Context: an optimization exercise on an open-source flow, tuned for small area and a short achievable clock period. The choices shown serve that exercise and are no tape-out recipe.
Function was checked by simulation only, so behaviour that the tests miss may differ from the original.
No activity file was given, so power comes from the tool's default toggle rates.

## icap_bitstream_feeder
module icap_bitstream_feeder #(
  parameter int FIFO_DEPTH = 8,
  parameter int NUM_W      = 21,
  parameter int BIT_SWAP   = 1
) (
  input  logic                  clk,
  input  logic                  rst,
  input  logic                  i_start,
  input  logic [NUM_W-1:0]      i_num_reads,
  input  logic                  i_abort,
  output logic                  o_ddr_rd,
  input  logic [pr_pkg::DDR_BEAT_W-1:0] i_ddr_data,
  input  logic                  i_ddr_rd_data_valid,
  input  logic                  i_ddr_rd_done,
  output logic                  o_config_buff_full,
  input  logic                  i_icap_hold,
  output logic                  o_icap_csib,
  output logic                  o_icap_rdwrb,
  output logic [pr_pkg::ICAP_W-1:0]     o_icap_data,
  output logic                  o_busy,
  output logic                  o_done,
  output logic                  o_err_ovf,
  output logic [1:0]            o_dbg_state
);
  localparam int NROW  = FIFO_DEPTH + 1;
  localparam int NWORD = pr_pkg::WORDS_PER_BEAT;
  localparam int W     = pr_pkg::ICAP_W;
  localparam int BW    = pr_pkg::DDR_BEAT_W;
  logic [FIFO_DEPTH-1:0] occ_q, occ_d;
  logic [1:0]            state_q, state_d;
  logic [NUM_W-1:0]      rem_q, rem_d;
  logic                  err_ovf_q, err_ovf_d;
  logic [NROW-1:0]       head_q, head_d;
  logic [NROW-1:0]       wr_q, wr_d;
  logic                  ser_vld_q, ser_vld_d;
  logic [NWORD-1:0]      idx_q, idx_d;
  logic [NROW-1:0]       rd_row_q, rd_row_d;
  logic [NWORD-1:0]      rd_idx_d;
  localparam int RGRP  = 3;
  localparam int NGRP  = (NROW + RGRP - 1) / RGRP;
  logic [NGRP-1:0][NWORD-1:0] rd_sel_q, rd_sel_d;
  logic [W-1:0]          word_q, word_d;
  logic [NROW-1:0]       we_q, we_d, keep_q;
  logic [BW-1:0]         mem_q [NROW];
  logic                  vld_o_d;
  logic                  run_q, busy_q, done_q, bfull_q, vld_o_q;
  logic                  nbusy_q;
  logic [1:0]            nstate_q;
  ...
Settings: LEC_CHECK=0, CAP_MARGIN=20, CORE_MARGIN=2, CORE_UTILIZATION=58, PLACE_DENSITY=0.72, SETUP_SLACK_MARGIN=1.75, SLEW_MARGIN=20; clock period 3.8 ns.
standard.sh (not shown) runs the stock make flow with config.mk's settings and CLKGATE_MAP_FILE= SYNTH_SCRIPT=/design/flow/synth_recipe.tcl, a recipe that flattens the netlist after the stock synthesis.
==> flow/flow/run.sh <==
#!/bin/bash
# The standard ORFS layout, with two changes:
#  - ports are buffered with the smallest buffer (repair upsizes where timing needs it)
#    instead of the delay buffer buffer_ports picks on its own;
#  - the clock tree uses larger sink clusters of clkbuf_16 leaves and no dummy loads.
set -euo pipefail
export BUFFER_PORTS_ARGS="-buffer_cell sky130_fd_sc_hd__buf_1"
export CTS_ARGS="-sink_clustering_enable -repair_clock_nets -sink_clustering_size 30 -sink_clustering_max_diameter 65 -buf_list {sky130_fd_sc_hd__clkbuf_8 sky130_fd_sc_hd__clkbuf_16} -dont_use_dummy_load"
bash standard.sh synth > synth.log 2>&1
bash standard.sh floorplan > floorplan.log 2>&1
bash standard.sh place > place.log 2>&1
bash standard.sh cts > cts.log 2>&1
bash standard.sh finish > finish.log 2>&1
Change:
CORE_UTILIZATION = 55   (was 58)
PLACE_DENSITY = 0.68   (was 0.72)
SETUP_SLACK_MARGIN = 1.7   (was 1.75)
Outcome: Total power is about the same; routed wire length went down by 2.0%; synthesized cell count is unchanged; clock-buffer cell count climbs by 3.
Change:
==> flow/flow/run.sh (replaced) <==
#!/bin/bash
# The standard ORFS layout, with three changes:
#  - synthesis is the standard one except that abc maps the logic with an
#    area-oriented script (flow/abc_area_nf.script); flip-flops are untouched;
#  - ports are buffered with the smallest buffer (repair upsizes where timing needs it)
#    instead of the delay buffer buffer_ports picks on its own;
#  - the clock tree uses larger sink clusters of clkbuf_16 leaves and no dummy loads.
set -euo pipefail
here=$(pwd)
export BUFFER_PORTS_ARGS="-buffer_cell sky130_fd_sc_hd__buf_1"
export CTS_ARGS="-sink_clustering_enable -repair_clock_nets -sink_clustering_size 30 -sink_clustering_max_diameter 65 -buf_list {sky130_fd_sc_hd__clkbuf_8 sky130_fd_sc_hd__clkbuf_16} -dont_use_dummy_load"
export FLOW_ABC_SCRIPT=$here/flow/abc_area_nf.script
bash standard.sh SYNTH_SCRIPT=$here/flow/synth_abc.tcl synth > synth.log 2>&1
grep -q "abc with" orfs/logs/*/icap_bitstream_feeder/base/1_2_yosys.log
bash standard.sh floorplan > floorplan.log 2>&1
bash standard.sh place > place.log 2>&1
bash standard.sh cts > cts.log 2>&1
bash standard.sh finish > finish.log 2>&1
==> flow/flow/abc_area_nf.script (new file) <==
&get -n
&st
&dch
&nf -a
&put
topo
stime -c
buffer -c
upsize -c
dnsize -c
==> flow/flow/synth_abc.tcl (new file) <==
# synth_recipe.tcl (the standard synthesis) with one change: abc maps with
# flow/abc_area_nf.script instead of the ABC speed script. Everything else,
# flip-flop mapping included, is the standard synthesis.
proc synth {args} { yosys synth -nofsm -noshare {*}$args }
proc abc {args} {
  set i [lsearch -exact $args -script]
  if {$i >= 0} {
    set args [lreplace $args [expr {$i+1}] [expr {$i+1}] $::env(FLOW_ABC_SCRIPT)]
  }
  puts "abc with $::env(FLOW_ABC_SCRIPT): $args"
  yosys abc {*}$args
}
source $::env(SCRIPTS_DIR)/synth.tcl
# left out here: clear keep_hierarchy, flatten, clean up, hide names made inside functions, write 1_2_yosys.v
CORE_UTILIZATION = 50   (was 55)
PLACE_DENSITY = 0.62   (was 0.68)
SETUP_SLACK_MARGIN = 1.65   (was 1.7)
After rerunning:
- clock skew grows by 0.0064 ns
- wire length grows by 15%
- final area grows by 1.8%
Change:
==> flow/flow/run.sh (replaced) <==
#!/bin/bash
# The standard ORFS layout, with two changes:
#  - ports are buffered with the smallest buffer (repair upsizes where timing needs it)
#    instead of the delay buffer buffer_ports picks on its own;
#  - the clock tree uses larger sink clusters of clkbuf_16 leaves and no dummy loads.
set -euo pipefail
export BUFFER_PORTS_ARGS="-buffer_cell sky130_fd_sc_hd__buf_1"
export CTS_ARGS="-sink_clustering_enable -repair_clock_nets -sink_clustering_size 34 -sink_clustering_max_diameter 72 -buf_list {sky130_fd_sc_hd__clkbuf_8 sky130_fd_sc_hd__clkbuf_16} -dont_use_dummy_load"
bash standard.sh synth > synth.log 2>&1
bash standard.sh floorplan > floorplan.log 2>&1
bash standard.sh place > place.log 2>&1
bash standard.sh cts > cts.log 2>&1
bash standard.sh finish > finish.log 2>&1
CORE_UTILIZATION = 55   (was 50)
PLACE_DENSITY = 0.68   (was 0.62)
SETUP_SLACK_MARGIN = 1.7   (was 1.65)
removed: flow/flow/abc_area_nf.script
removed: flow/flow/synth_abc.tcl
Result: Total power goes up by 1.0%; non-clock buffer count goes down by 111; worst setup slack improves by 0.44 ns; synthesized cell count goes up by 3.1%; worst hold slack improves by 0.015 ns; wire length goes down by about 13%; flip-flop and latch count stays the same.
Change:
--- a/flow/flow/run.sh
+++ b/flow/flow/run.sh
@@ -6,5 +6,5 @@
 set -euo pipefail
 export BUFFER_PORTS_ARGS="-buffer_cell sky130_fd_sc_hd__buf_1"
-export CTS_ARGS="-sink_clustering_enable -repair_clock_nets -sink_clustering_size 34 -sink_clustering_max_diameter 72 -buf_list {sky130_fd_sc_hd__clkbuf_8 sky130_fd_sc_hd__clkbuf_16} -dont_use_dummy_load"
+export CTS_ARGS="-sink_clustering_enable -repair_clock_nets -sink_clustering_size 30 -sink_clustering_max_diameter 65 -buf_list {sky130_fd_sc_hd__clkbuf_8 sky130_fd_sc_hd__clkbuf_16} -dont_use_dummy_load"
 bash standard.sh synth > synth.log 2>&1
 bash standard.sh floorplan > floorplan.log 2>&1
CORE_UTILIZATION = 50   (was 55)
PLACE_DENSITY = 0.62   (was 0.68)
SETUP_SLACK_MARGIN = 1.55   (was 1.7)
- non-clock buffer count went down by 58
- area after synthesis stays the same
- setup slack degrades by 0.12 ns
- clock power increases by about 3%
- power grows by 0.56%

## rev 12
Another version of the RTL of icap_bitstream_feeder (not shown whole).
For scale: roughly 2500 flip-flops, ~330 I/O pins, about 88000 um2 of cells after synthesis.
==> flow/config.mk <==
export PLATFORM = sky130hd
export DESIGN_NAME = icap_bitstream_feeder
export DESIGN_NICKNAME = icap_bitstream_feeder
export VERILOG_FILES = /design/flow/design.v
export SDC_FILE = /design/flow/constraint.sdc
export NUM_CORES = 4
export LEC_CHECK = 0
export CAP_MARGIN = 20
export CORE_MARGIN = 2
export CORE_UTILIZATION = 60
export PLACE_DENSITY = 0.75
export SETUP_SLACK_MARGIN = 1.7
export SLEW_MARGIN = 20
==> flow/constraint.sdc <==
create_clock -name core_clock -period 3.8 [get_ports {clk}]
set_input_delay 0.7600 -clock core_clock [delete_from_list [all_inputs] [get_ports {clk}]]
set_output_delay 0.7600 -clock core_clock [all_outputs]
set_load 0.01 [all_outputs]
==> flow/flow/run.sh <==
#!/bin/bash
# The standard ORFS layout, with two changes:
#  - ports are buffered with the smallest buffer (repair upsizes where timing needs it)
#    instead of the delay buffer buffer_ports picks on its own;
#  - the clock tree uses larger sink clusters of clkbuf_16 leaves and no dummy loads.
set -euo pipefail
export BUFFER_PORTS_ARGS="-buffer_cell sky130_fd_sc_hd__buf_1"
export CTS_ARGS="-sink_clustering_enable -repair_clock_nets -sink_clustering_size 30 -sink_clustering_max_diameter 65 -buf_list {sky130_fd_sc_hd__clkbuf_8 sky130_fd_sc_hd__clkbuf_16} -dont_use_dummy_load"
bash standard.sh synth > synth.log 2>&1
bash standard.sh floorplan > floorplan.log 2>&1
bash standard.sh place > place.log 2>&1
bash standard.sh cts > cts.log 2>&1
bash standard.sh finish > finish.log 2>&1
Here is what was changed in the inputs of rev 13 compared with rev 12.
Settings: CORE_UTILIZATION: 60 -> 55; PLACE_DENSITY: 0.75 -> 0.68.
Findings:
- The relative contribution of the clock network to total power of rev 13 exceeds that of rev 12 by 0.4 points.
- Taking rev 12 as the reference, in rev 13 die extent in y grew by 4.4%; clock transition at the registers of the reported paths now sits at about the same level.

## what the ideal ports hide
Ports are ideal in the flow. The routed layouts listed here were re-timed in OpenROAD. Step 1: set_driving_cell puts a clkbuf_16 on clk and a buf_2 on each other input, an assumption about the parent block. Step 2 adds t to the input delays and takes it off the output delays; t is the mean of the earliest and latest rising clock arrival at the registers after step 1. Input paths then give back, and output paths get back, about the clock's delay inside the block. Slacks: ideal / step 1 / step 2; pairs: ideal / step 1.
| run | t, ns | setup WS [ns] | hold slack, ns | worst setup path after step 2 |
|---|---|---|---|---|
| the first run of note 1 | 0.897 | 1.675 / 1.584 / 1.264 | 0.172 / 0.100 / 0.475 | input to register |
| the second run of note 1 | 0.856 | 1.689 / 1.635 / 1.237 | 0.173 / 0.108 / 0.470 | input to register |
| the third run of note 1 | 0.907 | 1.247 / 1.247 / 1.138 | 0.153 / 0.096 / 0.473 | input to register |
| the fourth run of note 1 | 0.877 | 1.685 / 1.619 / 1.219 | 0.168 / 0.104 / 0.474 | input to register |
| the fifth run of note 1 | 0.891 | 1.567 / 1.488 / 1.182 | 0.062 / -0.006 / 0.471 | input to register |
| rev 12 | 0.873 | 1.686 / 1.599 / 1.183 | 0.102 / 0.036 / 0.475 | input to register |
| rev 13 | 0.872 | 1.652 / 1.567 / 1.115 | 0.088 / 0.024 / 0.473 | input to register |
After both steps setup and hold are still met in every run listed. The setup slack of rev 13, which loses most, moves by -0.085 ns with the drivers and by -0.537 ns with both steps.
